What follows belongs to an exercise in optimizing a design on an open flow for small area and a short achievable clock period; a production flow would make more cautious choices.
In this exercise RTL edits were held to simulation tests only and were not proved equivalent to the original.
Power figures rest on the tool's default switching activity, not on a simulated workload.

==> flow/design.v <==
package multconst_pkg;
  localparam int MAX_W   = 64;
  localparam int VEC_MAX = 1024;
  function automatic integer res_width(input integer din, input integer cw, input integer sh);
    res_width = din + cw - sh;
  endfunction
  function automatic logic [MAX_W-1:0] lane_slice(input logic [VEC_MAX-1:0] vec,
                                                  input integer lane, input integer width);
    logic [VEC_MAX-1:0] shifted;
    logic [MAX_W-1:0]   mask;
    shifted = vec >> (lane * width);
    mask    = {MAX_W{1'b1}} >> (MAX_W - width);
    lane_slice = shifted[MAX_W-1:0] & mask;
  endfunction
  function automatic logic [VEC_MAX-1:0] lane_place(input logic [MAX_W-1:0] val,
                                                    input integer lane, input integer width);
    logic [MAX_W-1:0] mask;
    mask = {MAX_W{1'b1}} >> (MAX_W - width);
    lane_place = VEC_MAX'(val & mask) << (lane * width);
  endfunction
  function automatic logic [MAX_W-1:0] round_shift(input logic [MAX_W-1:0] p, input integer sh);
    if (sh == 0) round_shift = p;
    else         round_shift = (p + (MAX_W'(1) << (sh - 1))) >> sh;
  endfunction
endpackage
module multconst_mul (
  input  logic [15:0] a,
  input  logic [17:0] a3,
  input  logic [5:0]  s1,
  input  logic [5:0]  s2,
  input  logic [5:0]  s3,
  input  logic [5:0]  s4,
  input  logic [5:0]  neg,
  input  logic        top,
  input  logic [15:0] corr,
  output logic [33:0] s,
  output logic [2:0] g,
  output logic [2:0] pr
);
  wire pp0_0 = ((s1[0] & a[0]) | (s3[0] & a3[0])) ^ neg[0];
  wire pp0_1 = ((s1[0] & a[1]) | (s2[0] & a[0]) | (s3[0] & a3[1])) ^ neg[0];
  wire pp0_2 = ((s1[0] & a[2]) | (s2[0] & a[1]) | (s3[0] & a3[2]) | (s4[0] & a[0])) ^ neg[0];
  wire pp0_3 = ((s1[0] & a[3]) | (s2[0] & a[2]) | (s3[0] & a3[3]) | (s4[0] & a[1])) ^ neg[0];
  wire pp0_4 = ((s1[0] & a[4]) | (s2[0] & a[3]) | (s3[0] & a3[4]) | (s4[0] & a[2])) ^ neg[0];
  wire pp0_5 = ((s1[0] & a[5]) | (s2[0] & a[4]) | (s3[0] & a3[5]) | (s4[0] & a[3])) ^ neg[0];
  wire pp0_6 = ((s1[0] & a[6]) | (s2[0] & a[5]) | (s3[0] & a3[6]) | (s4[0] & a[4])) ^ neg[0];
  wire pp0_7 = ((s1[0] & a[7]) | (s2[0] & a[6]) | (s3[0] & a3[7]) | (s4[0] & a[5])) ^ neg[0];
  wire pp0_8 = ((s1[0] & a[8]) | (s2[0] & a[7]) | (s3[0] & a3[8]) | (s4[0] & a[6])) ^ neg[0];
  wire pp0_9 = ((s1[0] & a[9]) | (s2[0] & a[8]) | (s3[0] & a3[9]) | (s4[0] & a[7])) ^ neg[0];
  wire pp0_10 = ((s1[0] & a[10]) | (s2[0] & a[9]) | (s3[0] & a3[10]) | (s4[0] & a[8])) ^ neg[0];
  wire pp0_11 = ((s1[0] & a[11]) | (s2[0] & a[10]) | (s3[0] & a3[11]) | (s4[0] & a[9])) ^ neg[0];
  wire pp0_12 = ((s1[0] & a[12]) | (s2[0] & a[11]) | (s3[0] & a3[12]) | (s4[0] & a[10])) ^ neg[0];
  wire pp0_13 = ((s1[0] & a[13]) | (s2[0] & a[12]) | (s3[0] & a3[13]) | (s4[0] & a[11])) ^ neg[0];
  wire pp0_14 = ((s1[0] & a[14]) | (s2[0] & a[13]) | (s3[0] & a3[14]) | (s4[0] & a[12])) ^ neg[0];
  wire pp0_15 = ((s1[0] & a[15]) | (s2[0] & a[14]) | (s3[0] & a3[15]) | (s4[0] & a[13])) ^ neg[0];
  wire pp0_16 = ((s2[0] & a[15]) | (s3[0] & a3[16]) | (s4[0] & a[14])) ^ neg[0];
  wire pp0_17 = ((s3[0] & a3[17]) | (s4[0] & a[15])) ^ neg[0];
  wire pp1_0 = ((s1[1] & a[0]) | (s3[1] & a3[0])) ^ neg[1];
  wire pp1_1 = ((s1[1] & a[1]) | (s2[1] & a[0]) | (s3[1] & a3[1])) ^ neg[1];
  wire pp1_2 = ((s1[1] & a[2]) | (s2[1] & a[1]) | (s3[1] & a3[2]) | (s4[1] & a[0])) ^ neg[1];
  wire pp1_3 = ((s1[1] & a[3]) | (s2[1] & a[2]) | (s3[1] & a3[3]) | (s4[1] & a[1])) ^ neg[1];
  wire pp1_4 = ((s1[1] & a[4]) | (s2[1] & a[3]) | (s3[1] & a3[4]) | (s4[1] & a[2])) ^ neg[1];
  wire pp1_5 = ((s1[1] & a[5]) | (s2[1] & a[4]) | (s3[1] & a3[5]) | (s4[1] & a[3])) ^ neg[1];
  wire pp1_6 = ((s1[1] & a[6]) | (s2[1] & a[5]) | (s3[1] & a3[6]) | (s4[1] & a[4])) ^ neg[1];
  wire pp1_7 = ((s1[1] & a[7]) | (s2[1] & a[6]) | (s3[1] & a3[7]) | (s4[1] & a[5])) ^ neg[1];
  wire pp1_8 = ((s1[1] & a[8]) | (s2[1] & a[7]) | (s3[1] & a3[8]) | (s4[1] & a[6])) ^ neg[1];
  wire pp1_9 = ((s1[1] & a[9]) | (s2[1] & a[8]) | (s3[1] & a3[9]) | (s4[1] & a[7])) ^ neg[1];
  wire pp1_10 = ((s1[1] & a[10]) | (s2[1] & a[9]) | (s3[1] & a3[10]) | (s4[1] & a[8])) ^ neg[1];
  wire pp1_11 = ((s1[1] & a[11]) | (s2[1] & a[10]) | (s3[1] & a3[11]) | (s4[1] & a[9])) ^ neg[1];
  wire pp1_12 = ((s1[1] & a[12]) | (s2[1] & a[11]) | (s3[1] & a3[12]) | (s4[1] & a[10])) ^ neg[1];
  wire pp1_13 = ((s1[1] & a[13]) | (s2[1] & a[12]) | (s3[1] & a3[13]) | (s4[1] & a[11])) ^ neg[1];
  wire pp1_14 = ((s1[1] & a[14]) | (s2[1] & a[13]) | (s3[1] & a3[14]) | (s4[1] & a[12])) ^ neg[1];
  wire pp1_15 = ((s1[1] & a[15]) | (s2[1] & a[14]) | (s3[1] & a3[15]) | (s4[1] & a[13])) ^ neg[1];
  wire pp1_16 = ((s2[1] & a[15]) | (s3[1] & a3[16]) | (s4[1] & a[14])) ^ neg[1];
  wire pp1_17 = ((s3[1] & a3[17]) | (s4[1] & a[15])) ^ neg[1];
  wire pp2_0 = ((s1[2] & a[0]) | (s3[2] & a3[0])) ^ neg[2];
  wire pp2_1 = ((s1[2] & a[1]) | (s2[2] & a[0]) | (s3[2] & a3[1])) ^ neg[2];
  wire pp2_2 = ((s1[2] & a[2]) | (s2[2] & a[1]) | (s3[2] & a3[2]) | (s4[2] & a[0])) ^ neg[2];
  wire pp2_3 = ((s1[2] & a[3]) | (s2[2] & a[2]) | (s3[2] & a3[3]) | (s4[2] & a[1])) ^ neg[2];
  wire pp2_4 = ((s1[2] & a[4]) | (s2[2] & a[3]) | (s3[2] & a3[4]) | (s4[2] & a[2])) ^ neg[2];
  wire pp2_5 = ((s1[2] & a[5]) | (s2[2] & a[4]) | (s3[2] & a3[5]) | (s4[2] & a[3])) ^ neg[2];
  wire pp2_6 = ((s1[2] & a[6]) | (s2[2] & a[5]) | (s3[2] & a3[6]) | (s4[2] & a[4])) ^ neg[2];
  wire pp2_7 = ((s1[2] & a[7]) | (s2[2] & a[6]) | (s3[2] & a3[7]) | (s4[2] & a[5])) ^ neg[2];
  wire pp2_8 = ((s1[2] & a[8]) | (s2[2] & a[7]) | (s3[2] & a3[8]) | (s4[2] & a[6])) ^ neg[2];
  wire pp2_9 = ((s1[2] & a[9]) | (s2[2] & a[8]) | (s3[2] & a3[9]) | (s4[2] & a[7])) ^ neg[2];
  wire pp2_10 = ((s1[2] & a[10]) | (s2[2] & a[9]) | (s3[2] & a3[10]) | (s4[2] & a[8])) ^ neg[2];
  wire pp2_11 = ((s1[2] & a[11]) | (s2[2] & a[10]) | (s3[2] & a3[11]) | (s4[2] & a[9])) ^ neg[2];
  wire pp2_12 = ((s1[2] & a[12]) | (s2[2] & a[11]) | (s3[2] & a3[12]) | (s4[2] & a[10])) ^ neg[2];
  wire pp2_13 = ((s1[2] & a[13]) | (s2[2] & a[12]) | (s3[2] & a3[13]) | (s4[2] & a[11])) ^ neg[2];
  wire pp2_14 = ((s1[2] & a[14]) | (s2[2] & a[13]) | (s3[2] & a3[14]) | (s4[2] & a[12])) ^ neg[2];
  wire pp2_15 = ((s1[2] & a[15]) | (s2[2] & a[14]) | (s3[2] & a3[15]) | (s4[2] & a[13])) ^ neg[2];
  wire pp2_16 = ((s2[2] & a[15]) | (s3[2] & a3[16]) | (s4[2] & a[14])) ^ neg[2];
  wire pp2_17 = ((s3[2] & a3[17]) | (s4[2] & a[15])) ^ neg[2];
  wire pp3_0 = ((s1[3] & a[0]) | (s3[3] & a3[0])) ^ neg[3];
  wire pp3_1 = ((s1[3] & a[1]) | (s2[3] & a[0]) | (s3[3] & a3[1])) ^ neg[3];
  wire pp3_2 = ((s1[3] & a[2]) | (s2[3] & a[1]) | (s3[3] & a3[2]) | (s4[3] & a[0])) ^ neg[3];
  wire pp3_3 = ((s1[3] & a[3]) | (s2[3] & a[2]) | (s3[3] & a3[3]) | (s4[3] & a[1])) ^ neg[3];
  wire pp3_4 = ((s1[3] & a[4]) | (s2[3] & a[3]) | (s3[3] & a3[4]) | (s4[3] & a[2])) ^ neg[3];
  wire pp3_5 = ((s1[3] & a[5]) | (s2[3] & a[4]) | (s3[3] & a3[5]) | (s4[3] & a[3])) ^ neg[3];
  wire pp3_6 = ((s1[3] & a[6]) | (s2[3] & a[5]) | (s3[3] & a3[6]) | (s4[3] & a[4])) ^ neg[3];
  wire pp3_7 = ((s1[3] & a[7]) | (s2[3] & a[6]) | (s3[3] & a3[7]) | (s4[3] & a[5])) ^ neg[3];
  wire pp3_8 = ((s1[3] & a[8]) | (s2[3] & a[7]) | (s3[3] & a3[8]) | (s4[3] & a[6])) ^ neg[3];
  wire pp3_9 = ((s1[3] & a[9]) | (s2[3] & a[8]) | (s3[3] & a3[9]) | (s4[3] & a[7])) ^ neg[3];
  wire pp3_10 = ((s1[3] & a[10]) | (s2[3] & a[9]) | (s3[3] & a3[10]) | (s4[3] & a[8])) ^ neg[3];
  wire pp3_11 = ((s1[3] & a[11]) | (s2[3] & a[10]) | (s3[3] & a3[11]) | (s4[3] & a[9])) ^ neg[3];
  wire pp3_12 = ((s1[3] & a[12]) | (s2[3] & a[11]) | (s3[3] & a3[12]) | (s4[3] & a[10])) ^ neg[3];
  wire pp3_13 = ((s1[3] & a[13]) | (s2[3] & a[12]) | (s3[3] & a3[13]) | (s4[3] & a[11])) ^ neg[3];
  wire pp3_14 = ((s1[3] & a[14]) | (s2[3] & a[13]) | (s3[3] & a3[14]) | (s4[3] & a[12])) ^ neg[3];
  wire pp3_15 = ((s1[3] & a[15]) | (s2[3] & a[14]) | (s3[3] & a3[15]) | (s4[3] & a[13])) ^ neg[3];
  wire pp3_16 = ((s2[3] & a[15]) | (s3[3] & a3[16]) | (s4[3] & a[14])) ^ neg[3];
  wire pp3_17 = ((s3[3] & a3[17]) | (s4[3] & a[15])) ^ neg[3];
  wire pp4_0 = ((s1[4] & a[0]) | (s3[4] & a3[0])) ^ neg[4];
  wire pp4_1 = ((s1[4] & a[1]) | (s2[4] & a[0]) | (s3[4] & a3[1])) ^ neg[4];
  wire pp4_2 = ((s1[4] & a[2]) | (s2[4] & a[1]) | (s3[4] & a3[2]) | (s4[4] & a[0])) ^ neg[4];
  wire pp4_3 = ((s1[4] & a[3]) | (s2[4] & a[2]) | (s3[4] & a3[3]) | (s4[4] & a[1])) ^ neg[4];
  wire pp4_4 = ((s1[4] & a[4]) | (s2[4] & a[3]) | (s3[4] & a3[4]) | (s4[4] & a[2])) ^ neg[4];
  wire pp4_5 = ((s1[4] & a[5]) | (s2[4] & a[4]) | (s3[4] & a3[5]) | (s4[4] & a[3])) ^ neg[4];
  wire pp4_6 = ((s1[4] & a[6]) | (s2[4] & a[5]) | (s3[4] & a3[6]) | (s4[4] & a[4])) ^ neg[4];
  wire pp4_7 = ((s1[4] & a[7]) | (s2[4] & a[6]) | (s3[4] & a3[7]) | (s4[4] & a[5])) ^ neg[4];
  wire pp4_8 = ((s1[4] & a[8]) | (s2[4] & a[7]) | (s3[4] & a3[8]) | (s4[4] & a[6])) ^ neg[4];
  wire pp4_9 = ((s1[4] & a[9]) | (s2[4] & a[8]) | (s3[4] & a3[9]) | (s4[4] & a[7])) ^ neg[4];
  wire pp4_10 = ((s1[4] & a[10]) | (s2[4] & a[9]) | (s3[4] & a3[10]) | (s4[4] & a[8])) ^ neg[4];
  wire pp4_11 = ((s1[4] & a[11]) | (s2[4] & a[10]) | (s3[4] & a3[11]) | (s4[4] & a[9])) ^ neg[4];
  wire pp4_12 = ((s1[4] & a[12]) | (s2[4] & a[11]) | (s3[4] & a3[12]) | (s4[4] & a[10])) ^ neg[4];
  wire pp4_13 = ((s1[4] & a[13]) | (s2[4] & a[12]) | (s3[4] & a3[13]) | (s4[4] & a[11])) ^ neg[4];
  wire pp4_14 = ((s1[4] & a[14]) | (s2[4] & a[13]) | (s3[4] & a3[14]) | (s4[4] & a[12])) ^ neg[4];
  wire pp4_15 = ((s1[4] & a[15]) | (s2[4] & a[14]) | (s3[4] & a3[15]) | (s4[4] & a[13])) ^ neg[4];
  wire pp4_16 = ((s2[4] & a[15]) | (s3[4] & a3[16]) | (s4[4] & a[14])) ^ neg[4];
  wire pp4_17 = ((s3[4] & a3[17]) | (s4[4] & a[15])) ^ neg[4];
  wire pp5_0 = ((s1[5] & a[0]) | (s3[5] & a3[0])) ^ neg[5];
  wire pp5_1 = ((s1[5] & a[1]) | (s2[5] & a[0]) | (s3[5] & a3[1])) ^ neg[5];
  wire pp5_2 = ((s1[5] & a[2]) | (s2[5] & a[1]) | (s3[5] & a3[2]) | (s4[5] & a[0])) ^ neg[5];
  wire pp5_3 = ((s1[5] & a[3]) | (s2[5] & a[2]) | (s3[5] & a3[3]) | (s4[5] & a[1])) ^ neg[5];
  wire pp5_4 = ((s1[5] & a[4]) | (s2[5] & a[3]) | (s3[5] & a3[4]) | (s4[5] & a[2])) ^ neg[5];
  wire pp5_5 = ((s1[5] & a[5]) | (s2[5] & a[4]) | (s3[5] & a3[5]) | (s4[5] & a[3])) ^ neg[5];
  wire pp5_6 = ((s1[5] & a[6]) | (s2[5] & a[5]) | (s3[5] & a3[6]) | (s4[5] & a[4])) ^ neg[5];
  wire pp5_7 = ((s1[5] & a[7]) | (s2[5] & a[6]) | (s3[5] & a3[7]) | (s4[5] & a[5])) ^ neg[5];
  wire pp5_8 = ((s1[5] & a[8]) | (s2[5] & a[7]) | (s3[5] & a3[8]) | (s4[5] & a[6])) ^ neg[5];
  wire pp5_9 = ((s1[5] & a[9]) | (s2[5] & a[8]) | (s3[5] & a3[9]) | (s4[5] & a[7])) ^ neg[5];
  wire pp5_10 = ((s1[5] & a[10]) | (s2[5] & a[9]) | (s3[5] & a3[10]) | (s4[5] & a[8])) ^ neg[5];
  wire pp5_11 = ((s1[5] & a[11]) | (s2[5] & a[10]) | (s3[5] & a3[11]) | (s4[5] & a[9])) ^ neg[5];
  wire pp5_12 = ((s1[5] & a[12]) | (s2[5] & a[11]) | (s3[5] & a3[12]) | (s4[5] & a[10])) ^ neg[5];
  wire pp5_13 = ((s1[5] & a[13]) | (s2[5] & a[12]) | (s3[5] & a3[13]) | (s4[5] & a[11])) ^ neg[5];
  wire pp5_14 = ((s1[5] & a[14]) | (s2[5] & a[13]) | (s3[5] & a3[14]) | (s4[5] & a[12])) ^ neg[5];
  wire pp5_15 = ((s1[5] & a[15]) | (s2[5] & a[14]) | (s3[5] & a3[15]) | (s4[5] & a[13])) ^ neg[5];
  wire pp5_16 = ((s2[5] & a[15]) | (s3[5] & a3[16]) | (s4[5] & a[14])) ^ neg[5];
  wire pp5_17 = ((s3[5] & a3[17]) | (s4[5] & a[15])) ^ neg[5];
  wire pp6_0 = top & a[0];
  wire pp6_1 = top & a[1];
  wire pp6_2 = top & a[2];
  wire pp6_3 = top & a[3];
  wire pp6_4 = top & a[4];
  wire pp6_5 = top & a[5];
  wire pp6_6 = top & a[6];
  wire pp6_7 = top & a[7];
  wire pp6_8 = top & a[8];
  wire pp6_9 = top & a[9];
  wire pp6_10 = top & a[10];
  wire pp6_11 = top & a[11];
  wire pp6_12 = top & a[12];
  wire pp6_13 = top & a[13];
  wire pp6_14 = top & a[14];
  wire pp6_15 = top & a[15];
  wire ts0 = neg[1] ^ pp0_3;
  wire tc0 = neg[1] & pp0_3;
  wire ts1 = pp0_4 ^ pp1_1;
  wire tc1 = pp0_4 & pp1_1;
  wire ts2 = pp0_5 ^ pp1_2;
  wire tc2 = pp0_5 & pp1_2;
  wire ts3 = neg[2] ^ pp0_6 ^ pp1_3;
  wire tc3 = (neg[2] & pp0_6) | (neg[2] & pp1_3) | (pp0_6 & pp1_3);
  wire ts4 = pp2_0 ^ tc2;
  wire tc4 = pp2_0 & tc2;
  wire ts5 = pp0_7 ^ pp1_4 ^ pp2_1;
  wire tc5 = (pp0_7 & pp1_4) | (pp0_7 & pp2_1) | (pp1_4 & pp2_1);
  wire ts6 = tc4 ^ tc3;
  wire tc6 = tc4 & tc3;
  wire ts7 = pp0_8 ^ pp1_5 ^ pp2_2;
  wire tc7 = (pp0_8 & pp1_5) | (pp0_8 & pp2_2) | (pp1_5 & pp2_2);
  wire ts8 = tc5 ^ ts7;
  wire tc8 = tc5 & ts7;
  wire ts9 = neg[3] ^ pp0_9 ^ pp1_6;
  wire tc9 = (neg[3] & pp0_9) | (neg[3] & pp1_6) | (pp0_9 & pp1_6);
  wire ts10 = pp2_3 ^ pp3_0 ^ tc7;
  wire tc10 = (pp2_3 & pp3_0) | (pp2_3 & tc7) | (pp3_0 & tc7);
  wire ts11 = ts9 ^ tc8;
  wire tc11 = ts9 & tc8;
  wire ts12 = pp0_10 ^ pp1_7 ^ pp2_4;
  wire tc12 = (pp0_10 & pp1_7) | (pp0_10 & pp2_4) | (pp1_7 & pp2_4);
  wire ts13 = pp3_1 ^ tc9 ^ ts12;
  wire tc13 = (pp3_1 & tc9) | (pp3_1 & ts12) | (tc9 & ts12);
  wire ts14 = tc10 ^ tc11;
  wire tc14 = tc10 & tc11;
  wire ts15 = pp0_11 ^ pp1_8 ^ pp2_5;
  wire tc15 = (pp0_11 & pp1_8) | (pp0_11 & pp2_5) | (pp1_8 & pp2_5);
  wire ts16 = pp3_2 ^ tc12 ^ ts15;
  wire tc16 = (pp3_2 & tc12) | (pp3_2 & ts15) | (tc12 & ts15);
  wire ts17 = tc13 ^ ts16;
  wire tc17 = tc13 & ts16;
  wire ts18 = neg[4] ^ pp0_12 ^ pp1_9;
  wire tc18 = (neg[4] & pp0_12) | (neg[4] & pp1_9) | (pp0_12 & pp1_9);
  wire ts19 = pp2_6 ^ pp3_3 ^ pp4_0;
  wire tc19 = (pp2_6 & pp3_3) | (pp2_6 & pp4_0) | (pp3_3 & pp4_0);
  wire ts20 = tc15 ^ ts18 ^ ts19;
  wire tc20 = (tc15 & ts18) | (tc15 & ts19) | (ts18 & ts19);
  wire ts21 = tc16 ^ ts20;
  wire tc21 = tc16 & ts20;
  wire ts22 = pp0_13 ^ pp1_10 ^ pp2_7;
  wire tc22 = (pp0_13 & pp1_10) | (pp0_13 & pp2_7) | (pp1_10 & pp2_7);
  wire ts23 = pp3_4 ^ pp4_1 ^ tc18;
  wire tc23 = (pp3_4 & pp4_1) | (pp3_4 & tc18) | (pp4_1 & tc18);
  wire ts24 = tc19 ^ ts22 ^ tc20;
  wire tc24 = (tc19 & ts22) | (tc19 & tc20) | (ts22 & tc20);
  wire ts25 = ts23 ^ tc21;
  wire tc25 = ts23 & tc21;
  wire ts26 = pp0_14 ^ pp1_11 ^ pp2_8;
  wire tc26 = (pp0_14 & pp1_11) | (pp0_14 & pp2_8) | (pp1_11 & pp2_8);
  wire ts27 = pp3_5 ^ pp4_2 ^ tc22;
  wire tc27 = (pp3_5 & pp4_2) | (pp3_5 & tc22) | (pp4_2 & tc22);
  wire ts28 = ts26 ^ tc23 ^ ts27;
  wire tc28 = (ts26 & tc23) | (ts26 & ts27) | (tc23 & ts27);
  wire ts29 = tc24 ^ tc25;
  wire tc29 = tc24 & tc25;
  wire ts30 = neg[5] ^ pp0_15 ^ pp1_12;
  wire tc30 = (neg[5] & pp0_15) | (neg[5] & pp1_12) | (pp0_15 & pp1_12);
  wire ts31 = pp2_9 ^ pp3_6 ^ pp4_3;
  wire tc31 = (pp2_9 & pp3_6) | (pp2_9 & pp4_3) | (pp3_6 & pp4_3);
  wire ts32 = pp5_0 ^ tc26 ^ ts30;
  wire tc32 = (pp5_0 & tc26) | (pp5_0 & ts30) | (tc26 & ts30);
  wire ts33 = ts31 ^ tc27 ^ ts32;
  wire tc33 = (ts31 & tc27) | (ts31 & ts32) | (tc27 & ts32);
  wire ts34 = tc28 ^ ts33;
  wire tc34 = tc28 & ts33;
  wire ts35 = pp0_16 ^ pp1_13 ^ pp2_10;
  wire tc35 = (pp0_16 & pp1_13) | (pp0_16 & pp2_10) | (pp1_13 & pp2_10);
  wire ts36 = pp3_7 ^ pp4_4 ^ pp5_1;
  wire tc36 = (pp3_7 & pp4_4) | (pp3_7 & pp5_1) | (pp4_4 & pp5_1);
  wire ts37 = tc30 ^ tc31 ^ ts35;
  wire tc37 = (tc30 & tc31) | (tc30 & ts35) | (tc31 & ts35);
  wire ts38 = ts36 ^ tc32 ^ ts37;
  wire tc38 = (ts36 & tc32) | (ts36 & ts37) | (tc32 & ts37);
  wire ts39 = tc33 ^ ts38;
  wire tc39 = tc33 & ts38;
  wire ts40 = pp0_17 ^ pp1_14 ^ pp2_11;
  wire tc40 = (pp0_17 & pp1_14) | (pp0_17 & pp2_11) | (pp1_14 & pp2_11);
  wire ts41 = pp3_8 ^ pp4_5 ^ pp5_2;
  wire tc41 = (pp3_8 & pp4_5) | (pp3_8 & pp5_2) | (pp4_5 & pp5_2);
  wire ts42 = tc35 ^ tc36 ^ ts40;
  wire tc42 = (tc35 & tc36) | (tc35 & ts40) | (tc36 & ts40);
  wire ts43 = ts41 ^ tc37 ^ ts42;
  wire tc43 = (ts41 & tc37) | (ts41 & ts42) | (tc37 & ts42);
  wire ts44 = tc38 ^ ts43;
  wire tc44 = tc38 & ts43;
  wire ts45 = corr[0] ^ pp6_0 ^ pp1_15;
  wire tc45 = (corr[0] & pp6_0) | (corr[0] & pp1_15) | (pp6_0 & pp1_15);
  wire ts46 = pp2_12 ^ pp3_9 ^ pp4_6;
  wire tc46 = (pp2_12 & pp3_9) | (pp2_12 & pp4_6) | (pp3_9 & pp4_6);
  wire ts47 = pp5_3 ^ tc40 ^ tc41;
  wire tc47 = (pp5_3 & tc40) | (pp5_3 & tc41) | (tc40 & tc41);
  wire ts48 = ts45 ^ ts46 ^ tc42;
  wire tc48 = (ts45 & ts46) | (ts45 & tc42) | (ts46 & tc42);
  wire ts49 = ts47 ^ tc43 ^ ts48;
  wire tc49 = (ts47 & tc43) | (ts47 & ts48) | (tc43 & ts48);
  wire ts50 = corr[1] ^ pp6_1 ^ pp1_16;
  wire tc50 = (corr[1] & pp6_1) | (corr[1] & pp1_16) | (pp6_1 & pp1_16);
  wire ts51 = pp2_13 ^ pp3_10 ^ pp4_7;
  wire tc51 = (pp2_13 & pp3_10) | (pp2_13 & pp4_7) | (pp3_10 & pp4_7);
  wire ts52 = pp5_4 ^ tc45 ^ tc46;
  wire tc52 = (pp5_4 & tc45) | (pp5_4 & tc46) | (tc45 & tc46);
  wire ts53 = ts50 ^ ts51 ^ tc47;
  wire tc53 = (ts50 & ts51) | (ts50 & tc47) | (ts51 & tc47);
  wire ts54 = ts52 ^ tc48 ^ ts53;
  wire tc54 = (ts52 & tc48) | (ts52 & ts53) | (tc48 & ts53);
  wire ts55 = corr[2] ^ pp6_2 ^ pp1_17;
  wire tc55 = (corr[2] & pp6_2) | (corr[2] & pp1_17) | (pp6_2 & pp1_17);
  wire ts56 = pp2_14 ^ pp3_11 ^ pp4_8;
  wire tc56 = (pp2_14 & pp3_11) | (pp2_14 & pp4_8) | (pp3_11 & pp4_8);
  wire ts57 = pp5_5 ^ tc50 ^ tc51;
  wire tc57 = (pp5_5 & tc50) | (pp5_5 & tc51) | (tc50 & tc51);
  wire ts58 = ts55 ^ ts56 ^ tc52;
  wire tc58 = (ts55 & ts56) | (ts55 & tc52) | (ts56 & tc52);
  wire ts59 = ts57 ^ tc53 ^ ts58;
  wire tc59 = (ts57 & tc53) | (ts57 & ts58) | (tc53 & ts58);
  wire ts60 = corr[3] ^ pp6_3 ^ pp2_15;
  wire tc60 = (corr[3] & pp6_3) | (corr[3] & pp2_15) | (pp6_3 & pp2_15);
  wire ts61 = pp3_12 ^ pp4_9 ^ pp5_6;
  wire tc61 = (pp3_12 & pp4_9) | (pp3_12 & pp5_6) | (pp4_9 & pp5_6);
  wire ts62 = tc55 ^ tc56 ^ ts60;
  wire tc62 = (tc55 & tc56) | (tc55 & ts60) | (tc56 & ts60);
  wire ts63 = ts61 ^ tc57 ^ ts62;
  wire tc63 = (ts61 & tc57) | (ts61 & ts62) | (tc57 & ts62);
  wire ts64 = tc58 ^ ts63;
  wire tc64 = tc58 & ts63;
  wire ts65 = corr[4] ^ pp6_4 ^ pp2_16;
  wire tc65 = (corr[4] & pp6_4) | (corr[4] & pp2_16) | (pp6_4 & pp2_16);
  wire ts66 = pp3_13 ^ pp4_10 ^ pp5_7;
  wire tc66 = (pp3_13 & pp4_10) | (pp3_13 & pp5_7) | (pp4_10 & pp5_7);
  wire ts67 = tc60 ^ tc61 ^ ts65;
  wire tc67 = (tc60 & tc61) | (tc60 & ts65) | (tc61 & ts65);
  wire ts68 = ts66 ^ tc62 ^ ts67;
  wire tc68 = (ts66 & tc62) | (ts66 & ts67) | (tc62 & ts67);
  wire ts69 = tc63 ^ ts68;
  wire tc69 = tc63 & ts68;
  wire ts70 = corr[5] ^ pp6_5 ^ pp2_17;
  wire tc70 = (corr[5] & pp6_5) | (corr[5] & pp2_17) | (pp6_5 & pp2_17);
  wire ts71 = pp3_14 ^ pp4_11 ^ pp5_8;
  wire tc71 = (pp3_14 & pp4_11) | (pp3_14 & pp5_8) | (pp4_11 & pp5_8);
  wire ts72 = tc65 ^ tc66 ^ ts70;
  wire tc72 = (tc65 & tc66) | (tc65 & ts70) | (tc66 & ts70);
  wire ts73 = ts71 ^ tc67 ^ ts72;
  wire tc73 = (ts71 & tc67) | (ts71 & ts72) | (tc67 & ts72);
  wire ts74 = tc68 ^ ts73;
  wire tc74 = tc68 & ts73;
  wire ts75 = corr[6] ^ pp6_6 ^ pp3_15;
  wire tc75 = (corr[6] & pp6_6) | (corr[6] & pp3_15) | (pp6_6 & pp3_15);
  wire ts76 = pp4_12 ^ pp5_9 ^ tc70;
  wire tc76 = (pp4_12 & pp5_9) | (pp4_12 & tc70) | (pp5_9 & tc70);
  wire ts77 = tc71 ^ ts75 ^ tc72;
  wire tc77 = (tc71 & ts75) | (tc71 & tc72) | (ts75 & tc72);
  wire ts78 = ts76 ^ tc73 ^ ts77;
  wire tc78 = (ts76 & tc73) | (ts76 & ts77) | (tc73 & ts77);
  wire ts79 = corr[7] ^ pp6_7 ^ pp3_16;
  wire tc79 = (corr[7] & pp6_7) | (corr[7] & pp3_16) | (pp6_7 & pp3_16);
  wire ts80 = pp4_13 ^ pp5_10 ^ tc75;
  wire tc80 = (pp4_13 & pp5_10) | (pp4_13 & tc75) | (pp5_10 & tc75);
  wire ts81 = ts79 ^ tc76 ^ ts80;
  wire tc81 = (ts79 & tc76) | (ts79 & ts80) | (tc76 & ts80);
  wire ts82 = tc77 ^ ts81;
  wire tc82 = tc77 & ts81;
  wire ts83 = corr[8] ^ pp6_8 ^ pp3_17;
  wire tc83 = (corr[8] & pp6_8) | (corr[8] & pp3_17) | (pp6_8 & pp3_17);
  wire ts84 = pp4_14 ^ pp5_11 ^ tc79;
  wire tc84 = (pp4_14 & pp5_11) | (pp4_14 & tc79) | (pp5_11 & tc79);
  wire ts85 = ts83 ^ tc80 ^ ts84;
  wire tc85 = (ts83 & tc80) | (ts83 & ts84) | (tc80 & ts84);
  wire ts86 = tc81 ^ ts85;
  wire tc86 = tc81 & ts85;
  wire ts87 = corr[9] ^ pp6_9 ^ pp4_15;
  wire tc87 = (corr[9] & pp6_9) | (corr[9] & pp4_15) | (pp6_9 & pp4_15);
  wire ts88 = pp5_12 ^ tc83 ^ ts87;
  wire tc88 = (pp5_12 & tc83) | (pp5_12 & ts87) | (tc83 & ts87);
  wire ts89 = tc84 ^ ts88 ^ tc85;
  wire tc89 = (tc84 & ts88) | (tc84 & tc85) | (ts88 & tc85);
  wire ts90 = corr[10] ^ pp6_10 ^ pp4_16;
  wire tc90 = (corr[10] & pp6_10) | (corr[10] & pp4_16) | (pp6_10 & pp4_16);
  wire ts91 = pp5_13 ^ tc87 ^ ts90;
  wire tc91 = (pp5_13 & tc87) | (pp5_13 & ts90) | (tc87 & ts90);
  wire ts92 = tc88 ^ ts91;
  wire tc92 = tc88 & ts91;
  wire ts93 = corr[11] ^ pp6_11 ^ pp4_17;
  wire tc93 = (corr[11] & pp6_11) | (corr[11] & pp4_17) | (pp6_11 & pp4_17);
  wire ts94 = pp5_14 ^ tc90 ^ ts93;
  wire tc94 = (pp5_14 & tc90) | (pp5_14 & ts93) | (tc90 & ts93);
  wire ts95 = tc91 ^ ts94;
  wire tc95 = tc91 & ts94;
  wire ts96 = corr[12] ^ pp6_12 ^ pp5_15;
  wire tc96 = (corr[12] & pp6_12) | (corr[12] & pp5_15) | (pp6_12 & pp5_15);
  wire ts97 = tc93 ^ ts96 ^ tc94;
  wire tc97 = (tc93 & ts96) | (tc93 & tc94) | (ts96 & tc94);
  wire ts98 = corr[13] ^ pp6_13 ^ pp5_16;
  wire tc98 = (corr[13] & pp6_13) | (corr[13] & pp5_16) | (pp6_13 & pp5_16);
  wire ts99 = tc96 ^ ts98;
  wire tc99 = tc96 & ts98;
  wire ts100 = corr[14] ^ pp6_14 ^ pp5_17;
  wire tc100 = (corr[14] & pp6_14) | (corr[14] & pp5_17) | (pp6_14 & pp5_17);
  wire ts101 = tc98 ^ ts100;
  wire tc101 = tc98 & ts100;
  wire ts102 = corr[15] ^ pp6_15 ^ tc100;
  wire [33:0] row0 = {tc101, tc99, tc97, tc95, tc92, tc89, tc86, tc82, tc78, tc74, tc69, tc64, tc59, tc54, tc49, tc44, tc39, tc34, tc29, ts28, ts24, tc17, tc14, ts13, ts10, tc6, ts5, ts3, tc1, tc0, pp1_0, pp0_2, pp0_1, pp0_0};
  wire [33:0] row1 = {ts102, ts101, ts99, ts97, ts95, ts92, ts89, ts86, ts82, ts78, ts74, ts69, ts64, ts59, ts54, ts49, ts44, ts39, ts34, ts29, ts25, ts21, ts17, ts14, ts11, ts8, ts6, ts4, ts2, ts1, ts0, 1'b0, 1'b0, neg[0]};
  assign {g[0], s[7:0]} = {1'b0, row0[7:0]} + {1'b0, row1[7:0]};
  assign pr[0] = &(row0[7:0] ^ row1[7:0]);
  assign {g[1], s[15:8]} = {1'b0, row0[15:8]} + {1'b0, row1[15:8]};
  assign pr[1] = &(row0[15:8] ^ row1[15:8]);
  assign {g[2], s[23:16]} = {1'b0, row0[23:16]} + {1'b0, row1[23:16]};
  assign pr[2] = &(row0[23:16] ^ row1[23:16]);
  assign s[33:24] = row0[33:24] + row1[33:24];
endmodule
module multconst_pipe #(
  parameter int DATA_IN_WIDTH = 16,
  parameter int CONST_WIDTH   = 18,
  parameter int CONST_DEFAULT = 78125,
  parameter int LANES         = 4,
  parameter int STAGES        = 2,
  parameter int SHIFT         = 0,
  localparam int RES_WIDTH    = DATA_IN_WIDTH + CONST_WIDTH - SHIFT
) (
  input  logic                           clk,
  input  logic                           reset_n,
  input  logic                           const_load,
  input  logic [CONST_WIDTH-1:0]         const_in,
  input  logic                           in_valid,
  output logic                           in_ready,
  input  logic [LANES*DATA_IN_WIDTH-1:0] op_a,
  output logic                           out_valid,
  input  logic                           out_ready,
  output logic [LANES*RES_WIDTH-1:0]     result,
  output logic                           busy
);
  localparam int ND  = 6;                   
  localparam int AW  = DATA_IN_WIDTH;
  localparam int A3W = DATA_IN_WIDTH + 2;   
  localparam int SW  = 5 * ND + 1;          
  logic [CONST_WIDTH-1:0]     k;
  logic                       v0, v1;
  logic                       adv0, adv1;
  logic [LANES*AW-1:0]        a0;
  logic [LANES*A3W-1:0]       a30;
  logic [SW-1:0]              sel_p, sel_n;
  logic [15:0]                corr0;
  logic [LANES*RES_WIDTH-1:0] s1r, sum;
  logic [LANES*3-1:0]         g1r, gen;
  logic [LANES*2-1:0]         p1r, prop;
  assign adv1 = !v1 || out_ready;
  assign adv0 = !v0 || adv1;
  always_ff @(posedge clk or negedge reset_n) begin
    if (!reset_n)        k <= CONST_WIDTH'(CONST_DEFAULT);
    else if (const_load) k <= const_in;
  end
  always_ff @(posedge clk or negedge reset_n) begin
    if (!reset_n) begin
      v0 <= 1'b0;
      v1 <= 1'b0;
    end else begin
      if (adv0) v0 <= in_valid;
      if (adv1) v1 <= v0;
    end
  end
  logic [ND-1:0] s1_k, s2_k, s3_k, s4_k, neg_k;
  logic [15:0]   nsum;
  always_comb begin
    logic [CONST_WIDTH+1:0] kx;
    kx = {2'b00, k};
    nsum = '0;
    for (int j = 0; j < ND; j++) begin
      logic [3:0] w;
      w = {kx[3*j+2], kx[3*j+1], kx[3*j], (j == 0) ? 1'b0 : kx[3*j-1]};
      s1_k[j]  = (w == 4'b0001) || (w == 4'b0010) || (w == 4'b1101) || (w == 4'b1110);
      s2_k[j]  = (w == 4'b0011) || (w == 4'b0100) || (w == 4'b1011) || (w == 4'b1100);
      s3_k[j]  = (w == 4'b0101) || (w == 4'b0110) || (w == 4'b1001) || (w == 4'b1010);
      s4_k[j]  = (w == 4'b0111) || (w == 4'b1000);
      neg_k[j] = w[3] && (w[2:0] != 3'b111);
      nsum[3*j] = neg_k[j];
    end
  end
  logic [SW-1:0] sel_k;
  assign sel_k = {k[CONST_WIDTH-1], neg_k, s4_k, s3_k, s2_k, s1_k};
  always_ff @(posedge clk) begin
    if (adv0 && in_valid) begin
      for (int i = 0; i < LANES; i++) begin
        a0[i*AW +: AW]    <= op_a[i*AW +: AW];
        a30[i*A3W +: A3W] <= {1'b0, op_a[i*AW +: AW], 1'b0} + A3W'(op_a[i*AW +: AW]);
      end
      sel_p <= sel_k;
      sel_n <= ~sel_k;
      corr0 <= -nsum;
    end
  end
  for (genvar i = 0; i < LANES; i++) begin : g_lane
    logic [SW-1:0] sel;
    logic [2:0]    pr_full;
    assign sel = (i < LANES / 2) ? sel_p : ~sel_n;
    multconst_mul u_mul (
      .a    (a0[i*AW +: AW]),
      .a3   (a30[i*A3W +: A3W]),
      .s1   (sel[0*ND +: ND]),
      .s2   (sel[1*ND +: ND]),
      .s3   (sel[2*ND +: ND]),
      .s4   (sel[3*ND +: ND]),
      .neg  (sel[4*ND +: ND]),
      .top  (sel[5*ND]),
      .corr (corr0),
      .s    (sum[i*RES_WIDTH +: RES_WIDTH]),
      .g    (gen[i*3 +: 3]),
      .pr   (pr_full)
    );
    assign prop[i*2 +: 2] = pr_full[2:1];
  end
  always_ff @(posedge clk or negedge reset_n) begin
    if (!reset_n) begin
      s1r <= '0;
      g1r <= '0;
      p1r <= '0;
    end else if (adv1 && v0) begin
      s1r <= sum;
      g1r <= gen;
      p1r <= prop;
    end
  end
  for (genvar i = 0; i < LANES; i++) begin : g_out
    logic [RES_WIDTH-1:0] sl, inc;
    logic [2:0] g, c;
    logic [1:0] p;
    assign sl = s1r[i*RES_WIDTH +: RES_WIDTH];
    assign g  = g1r[i*3 +: 3];
    assign p  = p1r[i*2 +: 2];
    assign c[0] = g[0];
    assign c[1] = g[1] | (p[0] & g[0]);
    assign c[2] = g[2] | (p[1] & g[1]) | (p[1] & p[0] & g[0]);
    always_comb begin
      inc = '0;
      for (int b = 8; b < RES_WIDTH; b++) begin
        int lo;
        logic ones;
        lo = (b < 16) ? 8 : (b < 24) ? 16 : 24;
        ones = 1'b1;
        for (int m = 8; m < RES_WIDTH; m++)
          if (m >= lo && m < b) ones = ones & sl[m];
        inc[b] = ones & c[(lo / 8) - 1];
      end
    end
    assign result[i*RES_WIDTH +: RES_WIDTH] = sl ^ inc;
  end
  assign in_ready  = reset_n && adv0;
  assign out_valid = v1;
  assign busy      = v0 || v1;
endmodule
==> flow/flow/run.sh <==
#!/bin/bash
# The standard layout, except that the ports are buffered with buf_2 cells
# instead of the delay-buffer cells buffer_ports picks by default.
set -euo pipefail
bash standard.sh "BUFFER_PORTS_ARGS=-buffer_cell sky130_fd_sc_hd__buf_2" finish > standard.log 2>&1
==> flow/standard.sh <==
#!/bin/bash
# synth_recipe.tcl (not shown) runs the flow's synth.tcl, then flattens the netlist and writes it again
# the make line also repeats each setting of config.mk as NAME=value (left out here)
make -C /OpenROAD-flow-scripts/flow DESIGN_CONFIG=/design/flow/config.mk WORK_HOME=/design/flow/orfs CLKGATE_MAP_FILE= SYNTH_SCRIPT=/design/flow/synth_recipe.tcl "${@:-finish}"
==> flow/config.mk <==
export PLATFORM = sky130hd
export DESIGN_NAME = multconst_pipe
export DESIGN_NICKNAME = multconst_pipe
export VERILOG_FILES = /design/flow/design.v
export SDC_FILE = /design/flow/constraint.sdc
export NUM_CORES = 4
export LEC_CHECK = 0
export CAP_MARGIN = 20
export CORE_MARGIN = 2
export CORE_UTILIZATION = 35
export SLEW_MARGIN = 20
==> flow/constraint.sdc <==
create_clock -name core_clock -period 7.0 [get_ports {clk}]
set_input_delay 1.4000 -clock core_clock [delete_from_list [all_inputs] [get_ports {clk}]]
set_output_delay 1.4000 -clock core_clock [all_outputs]
set_load 0.01 [all_outputs]
==> results.toml, run 1 <==
[outcome]
status = "no timing/DRC/antenna violations"

[layout]
final-seq-area_mm2 = 0.0106
layout-drive-gt1-share = 0.101
final_common_cell = "inv_1"
multi_input_area_mm2 = 0.0294
fillCellCount = 12421
syn_to_final_growth_pct = 9.21
final_cell_mix = "inv_1, xnor2_1, nand2_1"
nNetsFinal = 5296

[grt]
grt_pass1_vias = 34658
grt_pass1_wl_um = 231000
grt_usage = 0.239
grt-ovfl-total = 0
antenna_found_initial = 24
grt_max_degree = 150

[pwr]
p_per_area_mw_per_mm2 = 549
switching_share = 0.503
p_leak_nw = 20.2
sequentialPowerShare = 0.148
combPwrFrac = 0.759
switchingPower_w = 0.0131
pwr-share-clk = 0.093
peakVddDrop_mv = 0.510
p_int_w = 0.0129

[clocking]
htreeDepth = 2
hold_buffers = 0
cts_root_buf = "clkbuf_16"
cts_setup_buffers = 0
cts.repair.resized = 0
cts_tree = "built"
clk_latency_ns = 0.62
cts.path.max_buffers = 3
clk_pin_slew_ns = 0.05
cts_made_buffers = 45
cts.sinks = 382

[min_path]
hold_depth = 2
worstHoldStart = "g1r[11]"
hp-class = "reg2reg"
whs_endpoint = "g1r[11]"

[job]
maxCapViolations = 0

[yosys]
ys_top_cells_by_area = "fa_1, edfxtp_1, dfrtp_1"
syn_avg_cell_area_um2 = 9.47
synthArstFlopShare = 0.461
synth_top_cell_area_share = 0.151
yosysUniqueCellTypes = 66
syn_inst = 4578
yosys_warnings = 1
ys_seq_area_frac = 0.244
ys_ff_latch = 382
ys.flop_type = "edfxtp_1"
synth_edf_count = 206
synth_top_cell_by_area = "fa_1"
syn_nets = 5298
syn_area_mm2 = 0.0434

[die]
io-pin-count = 226
die_y_um = 356
die_area_mm2 = 0.127
core_mm2 = 0.123
die_x_um = 356
row_count = 129
start_util = 0.352

[setup_path]
crit_arrival_ns = 6.02
r2r_cells = 17
critPathSlowestCell = "inv_1"
crit_top_cell = "fa_1"
crit_path_cell_trace = "inv_1 > a221oi_1 > xnor2_1 > fa_1 > inv_1 > fa_1 > inv_1 > fa_1 > ha_1 > ha_1 > fa_1 > a21o_1 > a21oi_1 > o21ai_0 > a21oi_1 > xor2_1 > o21ai_0"
reg2reg_slack_ns = 1.43
worst-path-max-fanout = 24
critPathKind = "reg2reg"
start_kind = "flip-flop"
cp.required_ns = 7.45
slowest_delay_ns = 0.82
cp-end-kind = "flip-flop"
timing.rr.start = "sel_n[1]"
rr_endpoint = "s1r[90]"

[sta]
setup_viol = 0
min_period_ns = 5.57
skew_ns = 0.0309
fmax_ghz = 0.180
hold_viol = 0
slew_headroom = 0.203
period_share = 0.796
slew_viol_final = 0
setup_ws_ns = 1.43
rsz0062_at_grt = "no"
tightest_slew_ns = 1.19
fin_setup_tns_ns = 0

[detailed_routing]
vias_per_cell = 5.83
ant_nets = 0
drtIter0Drc = 5559
routed_wirelength_um = 156000
dr.pass1.iters = 12
wl_per_cell_um = 24.9
drc = 0
detailroute.via_count = 36423

[placement]
post-dp-hpwl_um = 120000
numPortBuffers = 225
pre_cts_ws_ns = 1.58
place_congestion = 1.05
[kinds of logic (layout without fill, tap and decap cells)]
| kind of cell | after synthesis | in the layout | synth area share |
|---|---|---|---|
| other cells | 0 | 5 | 0 |
| simple gates | 752 | 752 | 0.0834 |
| buf+inv | 877 | 909 | 0.0792 |
| xor+xnor | 670 | 670 | 0.135 |
| mux | 26 | 26 | 0.00652 |
| compound gates | 1238 | 1238 | 0.212 |
| fa+ha+maj | 633 | 633 | 0.239 |
| flops | 382 | 382 | 0.244 |
[critical path: cells and delay by family (launching register included)]
| family | cells | cell delay [ns] |
|---|---|---|
| compound gates | 6 | 1.13 |
| xor+xnor | 2 | 0.63 |
| fa+ha+maj | 6 | 2.30 |
| buf+inv | 3 | 0.99 |
| flops | 1 | 0.38 |
[layout make-up]
type	count	area share
antenna	5	0.000264
inverter	490	0.0388
clock inverter	24	0.00491
timing repair buffer	338	0.0425
multi-input combinational	3319	0.620
tap	1637	0.0432
sequential	382	0.224
clock buffer	57	0.0267
[worst max path at each step]
stage,startpoint,end,slack (ns)
3_5_place_dp,sel_n[1],s1r[124],1.58
3_3_place_gp,sel_n[12],s1r[124],1.61
5_1_grt,sel_n[12],s1r[124],1.23
4_1_cts,sel_n[1],s1r[124],1.60
6_report,sel_n[1],s1r[90],1.43
2_1_floorplan,out_ready,a0[10],0.18
[flip-flops by register name, indices dropped and copies added (netlist names), 8 cells and up]
| name | flops |
|---|---|
| k | 18 |
| sel_p | 30 |
| s1r | 136 |
| p1r | 8 |
| g1r | 12 |
| sel_n | 31 |
| corr0 | 13 |
| a0 | 60 |
| a30 | 72 |
[through the flow]
stage	util	power, W	cell area [µm²]	std cells	hold WS [ns]
final	0.384	0.0260	47400	6252	0.468
after global routing	0.384	0.0286	47400	6251	0.498
after CTS	0.384	0.0258	47300	6245	0.470
after detailed placement	0.372	0.0232	45800	6164	0.456
after global placement	0.372	0.0230	45800	6164	0.452
after floorplan	-	0.0176	43400	4578	0.440
[power by group through the flow]
stage | sequential, W | combinational, W | clock [W]
global placement | 0.00385 | 0.0192 | 0
global route | 0.00391 | 0.0221 | 0.00255
CTS | 0.00382 | 0.0195 | 0.00247
detailed placement | 0.00386 | 0.0194 | 0
finish | 0.00384 | 0.0197 | 0.00241
floorplan | 0.00348 | 0.0142 | 0
[synthesized netlist by cell type (42+ instances only)]
library cell	instances
a21oi_1	112
nand2b_1	57
fa_1	328
buf_1	77
inv_1	484
a21o_1	46
nor2_1	105
o22ai_1	181
o21ai_0	163
a221oi_1	334
dfrtp_1	168
nand3_1	42
clkbuf_1	270
nand2_1	336
a222oi_1	46
edfxtp_1	206
a22o_1	168
ha_1	305
xnor2_1	449
xor2_1	221
[metal layers]
| layer | wire, µm | share of wire | global-route usage | vias to the layer above |
|---|---|---|---|---|
| met5 | 228 | 0.0015 | 0 | - |
| met4 | 4970 | 0.032 | 0.0634 | 28 |
| met3 | 20000 | 0.13 | 0.0837 | 360 |
| met2 | 58800 | 0.38 | 0.315 | 2187 |
| met1 | 71800 | 0.46 | 0.363 | 17470 |
| li1 | - | - | - | 16378 |
==> inputs of run 2 (changes only) <==
--- a/flow/design.v
+++ b/flow/design.v
@@ -1,26 +1,20 @@
 package multconst_pkg;
-  localparam int MAX_W   = 64;
-  localparam int VEC_MAX = 1024;
-  function automatic integer res_width(input integer din, input integer cw, input integer sh);
-    res_width = din + cw - sh;
-  endfunction
-  function automatic logic [MAX_W-1:0] lane_slice(input logic [VEC_MAX-1:0] vec,
-                                                  input integer lane, input integer width);
-    logic [VEC_MAX-1:0] shifted;
-    logic [MAX_W-1:0]   mask;
-    shifted = vec >> (lane * width);
-    mask    = {MAX_W{1'b1}} >> (MAX_W - width);
-    lane_slice = shifted[MAX_W-1:0] & mask;
-  endfunction
-  function automatic logic [VEC_MAX-1:0] lane_place(input logic [MAX_W-1:0] val,
-                                                    input integer lane, input integer width);
-    logic [MAX_W-1:0] mask;
-    mask = {MAX_W{1'b1}} >> (MAX_W - width);
-    lane_place = VEC_MAX'(val & mask) << (lane * width);
-  endfunction
-  function automatic logic [MAX_W-1:0] round_shift(input logic [MAX_W-1:0] p, input integer sh);
-    if (sh == 0) round_shift = p;
-    else         round_shift = (p + (MAX_W'(1) << (sh - 1))) >> sh;
+  function automatic logic [30:0] booth8_sel(input logic [17:0] k);
+    logic [19:0] kx;
+    logic [3:0]  w;
+    logic [30:0] r;
+    kx = {2'b00, k};
+    r  = '0;
+    for (integer j = 0; j < 6; j = j + 1) begin
+      w = {kx[3*j+2], kx[3*j+1], kx[3*j], (j == 0) ? 1'b0 : kx[3*j-1]};
+      r[j]      = (w == 4'b0001) || (w == 4'b0010) || (w == 4'b1101) || (w == 4'b1110);
+      r[6 + j]  = (w == 4'b0011) || (w == 4'b0100) || (w == 4'b1011) || (w == 4'b1100);
+      r[12 + j] = (w == 4'b0101) || (w == 4'b0110) || (w == 4'b1001) || (w == 4'b1010);
+      r[18 + j] = (w == 4'b0111) || (w == 4'b1000);
+      r[24 + j] = w[3] && (w[2:0] != 3'b111);
+    end
+    r[30] = k[17];
+    booth8_sel = r;
   endfunction
 endpackage
 module multconst_mul (
@@ -406,7 +400,7 @@
   logic                       adv0, adv1;
   logic [LANES*AW-1:0]        a0;
   logic [LANES*A3W-1:0]       a30;
-  logic [SW-1:0]              sel_p, sel_n;
+  logic [SW-1:0]              sel_a, sel_b;
   logic [15:0]                corr0;
   logic [LANES*RES_WIDTH-1:0] s1r, sum;
   logic [LANES*3-1:0]         g1r, gen;
@@ -426,40 +420,34 @@
       if (adv1) v1 <= v0;
     end
   end
-  logic [ND-1:0] s1_k, s2_k, s3_k, s4_k, neg_k;
+  localparam logic [SW-1:0] SEL_DEFAULT = multconst_pkg::booth8_sel(CONST_WIDTH'(CONST_DEFAULT));
+  logic [SW-1:0] sel_k;
   logic [15:0]   nsum;
   always_comb begin
-    logic [CONST_WIDTH+1:0] kx;
-    kx = {2'b00, k};
-    nsum = '0;
-    for (int j = 0; j < ND; j++) begin
-      logic [3:0] w;
-      w = {kx[3*j+2], kx[3*j+1], kx[3*j], (j == 0) ? 1'b0 : kx[3*j-1]};
-      s1_k[j]  = (w == 4'b0001) || (w == 4'b0010) || (w == 4'b1101) || (w == 4'b1110);
-      s2_k[j]  = (w == 4'b0011) || (w == 4'b0100) || (w == 4'b1011) || (w == 4'b1100);
-      s3_k[j]  = (w == 4'b0101) || (w == 4'b0110) || (w == 4'b1001) || (w == 4'b1010);
-      s4_k[j]  = (w == 4'b0111) || (w == 4'b1000);
-      neg_k[j] = w[3] && (w[2:0] != 3'b111);
-      nsum[3*j] = neg_k[j];
-    end
+    sel_k = multconst_pkg::booth8_sel(k);
+    nsum  = '0;
+    for (int j = 0; j < ND; j++) nsum[3*j] = sel_k[4*ND + j];
+  end
+  logic [SW-1:0] kb;
+  always_ff @(posedge clk or negedge reset_n) begin
+    if (!reset_n)        kb <= SEL_DEFAULT;
+    else if (const_load) kb <= multconst_pkg::booth8_sel(const_in);
   end
-  logic [SW-1:0] sel_k;
-  assign sel_k = {k[CONST_WIDTH-1], neg_k, s4_k, s3_k, s2_k, s1_k};
   always_ff @(posedge clk) begin
     if (adv0 && in_valid) begin
       for (int i = 0; i < LANES; i++) begin
         a0[i*AW +: AW]    <= op_a[i*AW +: AW];
         a30[i*A3W +: A3W] <= {1'b0, op_a[i*AW +: AW], 1'b0} + A3W'(op_a[i*AW +: AW]);
       end
-      sel_p <= sel_k;
-      sel_n <= ~sel_k;
+      sel_a <= sel_k;
+      sel_b <= kb;
       corr0 <= -nsum;
     end
   end
   for (genvar i = 0; i < LANES; i++) begin : g_lane
     logic [SW-1:0] sel;
     logic [2:0]    pr_full;
-    assign sel = (i < LANES / 2) ? sel_p : ~sel_n;
+    assign sel = (i < LANES / 2) ? sel_a : sel_b;
     multconst_mul u_mul (
       .a    (a0[i*AW +: AW]),
       .a3   (a30[i*A3W +: A3W]),
--- a/flow/config.mk
+++ b/flow/config.mk
@@ -7,5 +7,7 @@
 export LEC_CHECK = 0
 export CAP_MARGIN = 20
 export CORE_MARGIN = 2
-export CORE_UTILIZATION = 35
+export CORE_UTILIZATION = 45
+export SETUP_SLACK_MARGIN = 2.7
 export SLEW_MARGIN = 20
+export TNS_END_PERCENT = 0
==> results.toml, run 2 <==
[die]
io-pin-count = 226
row_count = 115
die_area_mm2 = 0.102
die_x_um = 319
core_mm2 = 0.0984
die_y_um = 319
start_util = 0.454

[setup_path]
crit_top_cell = "fa_1"
timing.rr.start = "sel_b[14]"
slowest_delay_ns = 0.62
cp.required_ns = 7.56
crit_arrival_ns = 5.47
critPathSlowestCell = "or4b_2"
rr_endpoint = "s1r[91]"
crit_path_cell_trace = "buf_6 > a22o_1 > a221oi_1 > xor2_1 > fa_1 > fa_1 > fa_1 > fa_1 > inv_1 > ha_4 > a21oi_1 > o21ai_1 > a31oi_1 > or4b_2 > nand3_1"
critPathKind = "reg2reg"
r2r_cells = 15
start_kind = "flip-flop"
reg2reg_slack_ns = 2.09
cp-end-kind = "flip-flop"
worst-path-max-fanout = 36

[yosys]
synthSimpleGateAreaFrac = 0.0802
yosysUniqueCellTypes = 76
synth_common_cells = "inv_1, xnor2_1, nand2_1"
yosysMostFrequentCell = "inv_1"
synth_xor_area_frac = 0.131
ys_ff_latch = 409
ys_top_cells_by_area = "fa_1, edfxtp_1, dfrtp_1"
ys_seq_area_frac = 0.253
synthArstFlopShare = 0.501
syn_nets = 5335
syn_inst = 4615
synthMuxAreaShare = 0.00555
synth_edf_count = 204
synth_top_cell_area_share = 0.147
synth_compound_area_frac = 0.224
synth_adder_area_share = 0.233
yosys_warnings = 1
synth_top_family_by_area = "adder cells"
syn_avg_cell_area_um2 = 9.67
syn_area_mm2 = 0.0446
synth_top_cell_by_area = "fa_1"
ys.flop_type = "edfxtp_1"

[layout]
final_common_cell = "inv_1"
final_cell_mix = "inv_1, xnor2_1, a22o_1, nand2_1, buf_4"
layout-drive-gt1-share = 0.168
reg.largest.list = "s1r x136, a30 x72, a0 x60"
regMostFlops = "s1r"
largest_reg_flops = 136
nNetsFinal = 5559
syn_to_final_growth_pct = 14.4

[placement]
numPortBuffers = 225
post-dp-hpwl_um = 109000
place_congestion = 0.967
pre_cts_ws_ns = 1.82

[min_path]
hold_depth = 0
hp-class = "reg2reg"
whs_endpoint = "sel_b[9]"
worstHoldStart = "kb[9]"

[clocking]
cts_made_buffers = 48
cts_tree = "built"
cts_root_buf = "clkbuf_16"
cts.path.max_buffers = 3
clk_latency_ns = 0.63
htreeDepth = 2
clk_pin_slew_ns = 0.06
cts.sinks = 409

[detailed_routing]
dr.pass1.iters = 9
vias_per_cell = 6.26
routed_wirelength_um = 158000
wl_per_cell_um = 25.6
ant_nets = 0
detailroute.via_count = 38600
drtIter0Drc = 5975
drc = 0

[grt]
grt_usage = 0.304
grt_max_degree = 158
antenna_found_initial = 9
grt-ovfl-total = 0
grt_pass1_vias = 37121
grt_pass1_wl_um = 238000

[sta]
period_share = 0.702
slew_viol_final = 0
fmax_ghz = 0.204
slew_headroom = 0.403
setup_ws_ns = 2.09
setup_viol = 0
tightest_slew_ns = 0.896
hold_viol = 0
min_period_ns = 4.91
skew_ns = 0.0247
rsz0062_at_grt = "yes"
fin_setup_tns_ns = 0
hold_slack_ns = 0.448

[job]
maxCapViolations = 0

[pwr]
p_per_area_mw_per_mm2 = 537
peakVddDrop_mv = 0.608
p_leak_nw = 22.4

[outcome]
status = "no timing/DRC/antenna violations"
-- run 2: cell types whose count changed after synthesis, moves of 48 or more --
cell      previous run  this run
xor2_1             221       270
a22o_1             168       336
nand2b_1            57         9
o22ai_1            181         5
xnor2_1            449       398
inv_1              484       404
-- run 2: worst max path at each step --
stage	start	end	cells after the start
floorplan	sel_a[17]	s1r[32]	19
global placement	sel_a[7]	s1r[22]	17
detailed placement	corr0[2]	s1r[22]	17
CTS	sel_b[15]	s1r[134]	18
global route	sel_b[16]	s1r[90]	20
finish	sel_b[14]	s1r[91]	15
-- run 2: logic make-up (layout without fill, tap and decap cells) --
kind of cell,after synthesis,after routing
AOI/OAI and AO/OA,1294,1294
buffers and inverters,834,1093
and+or+nand+nor,754,754
xor gates and xnor gates,668,668
adders and majority gates,633,633
DFF,409,409
muxes,23,23
other,0,2
-- run 2: what timing repair did --
| action | in CTS | in global routing |
|---|---|---|
| setup buffers | 272 | 7 |
| setup endpoints to repair | 96 | 91 |
| hold buffers | 0 | 0 |
| gates resized for setup | 61 | 18 |
| cloned | 2 | 1 |
| pin swaps | 20 | 13 |
-- run 2: cell type report --
class                           instances  area (µm²)
Timing Repair Buffer                  601        4570
Clock inverter                         23         243
Clock buffer                           62        1320
Tap cell                             1287        1610
Sequential cell                       409       11300
Multi-Input combinational cell       3372       30500
Inverter                              407        1540
Fill cell                            9093       47400
Antenna cell                            2        5.00
-- run 2: stage by stage --
stage	std cells	area (µm²)	total power (W)	util
finish	6163	51100	0.0274	0.519
global route	6162	51100	0.0298	0.519
CTS	6153	50900	0.0269	0.517
detailed placement	5794	46600	0.0235	0.473
global placement	5794	46600	0.0234	0.473
floorplan	4615	45100	0.0177	-
-- run 2: where the power goes --
part / total (W) / internal (W) / leakage (nW) / switching, W
registers: 0.00395 / 0.00325 / 4.46 / 0.000701
logic: 0.0209 / 0.00905 / 17.2 / 0.0119
clock network: 0.00255 / 0.00148 / 0.765 / 0.00107
-- run 2: layer usage --
| layer | global-route usage | wire, µm |
|---|---|---|
| met1 | 0.467 | 72500 |
| met5 | 0.00473 | 139 |
| met4 | 0.0903 | 6130 |
| met2 | 0.377 | 56100 |
| met3 | 0.125 | 23200 |
-- run 2: critical path: cells and delay by family, from the launching register on --
| kind | cells | cell delay, ns |
|---|---|---|
| adder cells (fa/ha/maj) | 5 | 2.18 |
| AO/OA/AOI/OAI | 5 | 1.00 |
| AND/OR/NAND/NOR | 2 | 0.70 |
| flip-flops | 1 | 0.41 |
| buffers and inverters | 2 | 0.33 |
| XOR/XNOR | 1 | 0.22 |
==> inputs of run 3 (changes only) <==
--- a/flow/config.mk
+++ b/flow/config.mk
@@ -8,6 +8,6 @@
 export CAP_MARGIN = 20
 export CORE_MARGIN = 2
 export CORE_UTILIZATION = 45
-export SETUP_SLACK_MARGIN = 2.7
+export SETUP_SLACK_MARGIN = 2.2
 export SLEW_MARGIN = 20
 export TNS_END_PERCENT = 0
==> results.toml, run 3 <==
[outcome]
status = "no timing/DRC/antenna violations"

[yosys]
synthArstFlopShare = 0.501
synth_top_cell_by_area = "fa_1"
ys_top_cells_by_area = "fa_1, edfxtp_1, dfrtp_1"
synth_common_cells = "inv_1, xnor2_1, nand2_1"
ys.flop_type = "edfxtp_1"
ys_ff_latch = 409
syn_nets = 5335
yosysUniqueCellTypes = 76
ys_seq_area_frac = 0.253
yosys_warnings = 1
syn_inst = 4615
syn_avg_cell_area_um2 = 9.67
syn_area_mm2 = 0.0446
yosysMostFrequentCell = "inv_1"
synth_edf_count = 204
synth_top_cell_area_share = 0.147

[grt]
grt_usage = 0.307
grt-ovfl-total = 0
grt_pass1_wl_um = 239000
grt_pass1_vias = 36338
antenna_found_initial = 7
grt_max_degree = 161

[die]
core_mm2 = 0.0984
die_x_um = 319
row_count = 115
die_y_um = 319
io-pin-count = 226
die_area_mm2 = 0.102
start_util = 0.454

[sta]
skew_ns = 0.0670
tightest_slew_ns = 1.31
slew_viol_final = 0
period_share = 0.709
hold_viol = 0
min_period_ns = 4.97
fmax_ghz = 0.201
rsz0062_at_grt = "yes"
setup_viol = 0
slew_headroom = 0.124
setup_ws_ns = 2.03
fin_setup_tns_ns = 0

[setup_path]
slowest_delay_ns = 0.86
critPathSlowestCell = "a221oi_1"
crit_path_cell_trace = "a22o_1 > a221oi_1 > xor2_1 > fa_1 > fa_1 > inv_1 > ha_1 > ha_1 > fa_1 > a21o_1 > a21oi_2 > o21bai_1 > a21oi_1 > xor2_1 > o21ai_0"
cp-end-kind = "flip-flop"
reg2reg_slack_ns = 2.03
rr_endpoint = "s1r[56]"
timing.rr.start = "a30[18]"
worst-path-max-fanout = 19
start_kind = "flip-flop"
crit_arrival_ns = 5.43
critPathKind = "reg2reg"
endpoint = "s1r[56]"
cp-startpoint = "a30[18]"
cp.required_ns = 7.46
crit_top_cell = "fa_1"
r2r_cells = 15

[clocking]
cts_root_buf = "clkbuf_16"
clk_pin_slew_ns = 0.06
cts.sinks = 409
hold_buffers = 0
cts.path.max_buffers = 3
cts_made_buffers = 47
cts_tree = "built"
htreeDepth = 2
clk_latency_ns = 0.67

[detailed_routing]
drc = 0
vias_per_cell = 6.24
dr.pass1.iters = 13
wl_per_cell_um = 25.9
routed_wirelength_um = 160000
drtIter0Drc = 5780
ant_nets = 0
detailroute.via_count = 38663

[placement]
numPortBuffers = 225
place_congestion = 0.984
post_dp_cell_area_mm2 = 0.0464
placed_cells = 5794
pre_cts_ws_ns = 1.62
post-dp-hpwl_um = 113000

[pwr]
p_leak_nw = 22.5
peakVddDrop_mv = 0.608
p_per_area_mw_per_mm2 = 537

[layout]
syn_to_final_growth_pct = 14.7
final_common_cell = "inv_1"
regMostFlops = "s1r"
nNetsFinal = 5584
largest_reg_flops = 136
final_util = 0.520
reg.largest.list = "s1r x136, a30 x72, a0 x60"
final_cell_mix = "inv_1, xnor2_1, buf_4"
fin_area_mm2 = 0.0512
layout-drive-gt1-share = 0.178
stdcell_count = 6192

[min_path]
hp-class = "reg2reg"
hold_depth = 0

[job]
maxCapViolations = 0
[run 3: logic make-up after synthesis]
| family | count (synthesis) | synth area share |
|---|---|---|
| AO/OA/AOI/OAI | 1294 | 0.224 |
| buffers and inverters | 834 | 0.0736 |
| AND/OR/NAND/NOR | 754 | 0.0802 |
| XOR/XNOR | 668 | 0.131 |
| adder cells (fa/ha/maj) | 633 | 0.233 |
| flip-flops | 409 | 0.253 |
| multiplexers | 23 | 0.00555 |
[run 3: layer usage]
metal	routed length, µm	GRT usage	vias up
met5	54	0	-
li1	-	-	17100
met1	74100	0.470	18565
met2	56800	0.377	2534
met4	4950	0.0767	10
met3	24500	0.142	454
[run 3: where the power goes]
group	switching [W]	internal (W)	total [W]
sequential	0.000713	0.00325	0.00396
clock	0.00112	0.00153	0.00265
combinational	0.0119	0.00902	0.0209
total	0.0137	0.0138	0.0275
[run 3: critical path: cells and delay by family, from the launching register on]
family                     cells  cell delay (ns)
xor gates and xnor gates       2             0.34
buffers and inverters          1             0.04
AOI/OAI and AO/OA              7             1.93
adders and majority gates      5             1.78
DFF                            1             0.71
[run 3: how the worst min path moves through the flow]
stage,from,to,slack (ns)
after floorplan,kb[0],sel_b[0],0.42
after global placement,kb[27],sel_b[27],0.43
after detailed placement,kb[9],sel_b[9],0.43
after CTS,kb[9],sel_b[9],0.45
after global routing,kb[9],sel_b[9],0.46
final,kb[9],sel_b[9],0.45
[run 3: final cells by class]
class	count	area, µm²
diodes	2	5.00
clock inverters	33	434
well taps	1287	1610
fillers	9035	47200
clock buffers	55	1250
flip-flops and latches	409	11300
inverters	407	1540
repair buffers	627	4420
multi-input cells	3372	30700
[run 3: metrics by stage]
step	hold WS, ns	total power, W
detailed placement	0.434	0.0232
finish	0.451	0.0275
CTS	0.450	0.0265
global route	0.455	0.0300
floorplan	0.425	0.0174
global placement	0.430	0.0230
[run 3: repair_timing]
action	4_1_cts	5_1_grt
gates resized for setup	68	72
buffers inserted	268	39
setup endpoints to repair	43	52
hold endpoints to repair	0	0
pin swaps	14	39

==> what the ideal ports hide <==
The flow's constraints put no driver on any port. The routed layouts listed below were extracted and timed again, unchanged, in two steps.
Step 1 sets driving cells, clkbuf_16 on the clock port and buf_2 on the other inputs (assumed; they add their load-dependent delay and slew).
Step 2 also shifts input and output timing later by t, the mid clock arrival at the registers, as if the neighbouring blocks saw the same clock.
Three values: ideal ports, drivers, drivers and shift; two values: the first two.
run | t, ns | setup slack, ns | hold slack, ns | clock arrival spread, ns | cell pins on the clock port's net
run 1 | 0.679 | 1.431 / 1.431 / 1.431 | 0.468 / 0.468 / 0.468 | 0.034 / 0.034 | 1
run 2 | 0.688 | 2.089 / 2.089 / 2.089 | 0.448 / 0.448 / 0.448 | 0.025 / 0.024 | 1
run 3 | 0.699 | 2.034 / 2.034 / 2.034 | 0.451 / 0.451 / 0.451 | 0.069 / 0.068 | 1
After both steps every run listed still meets setup and hold.
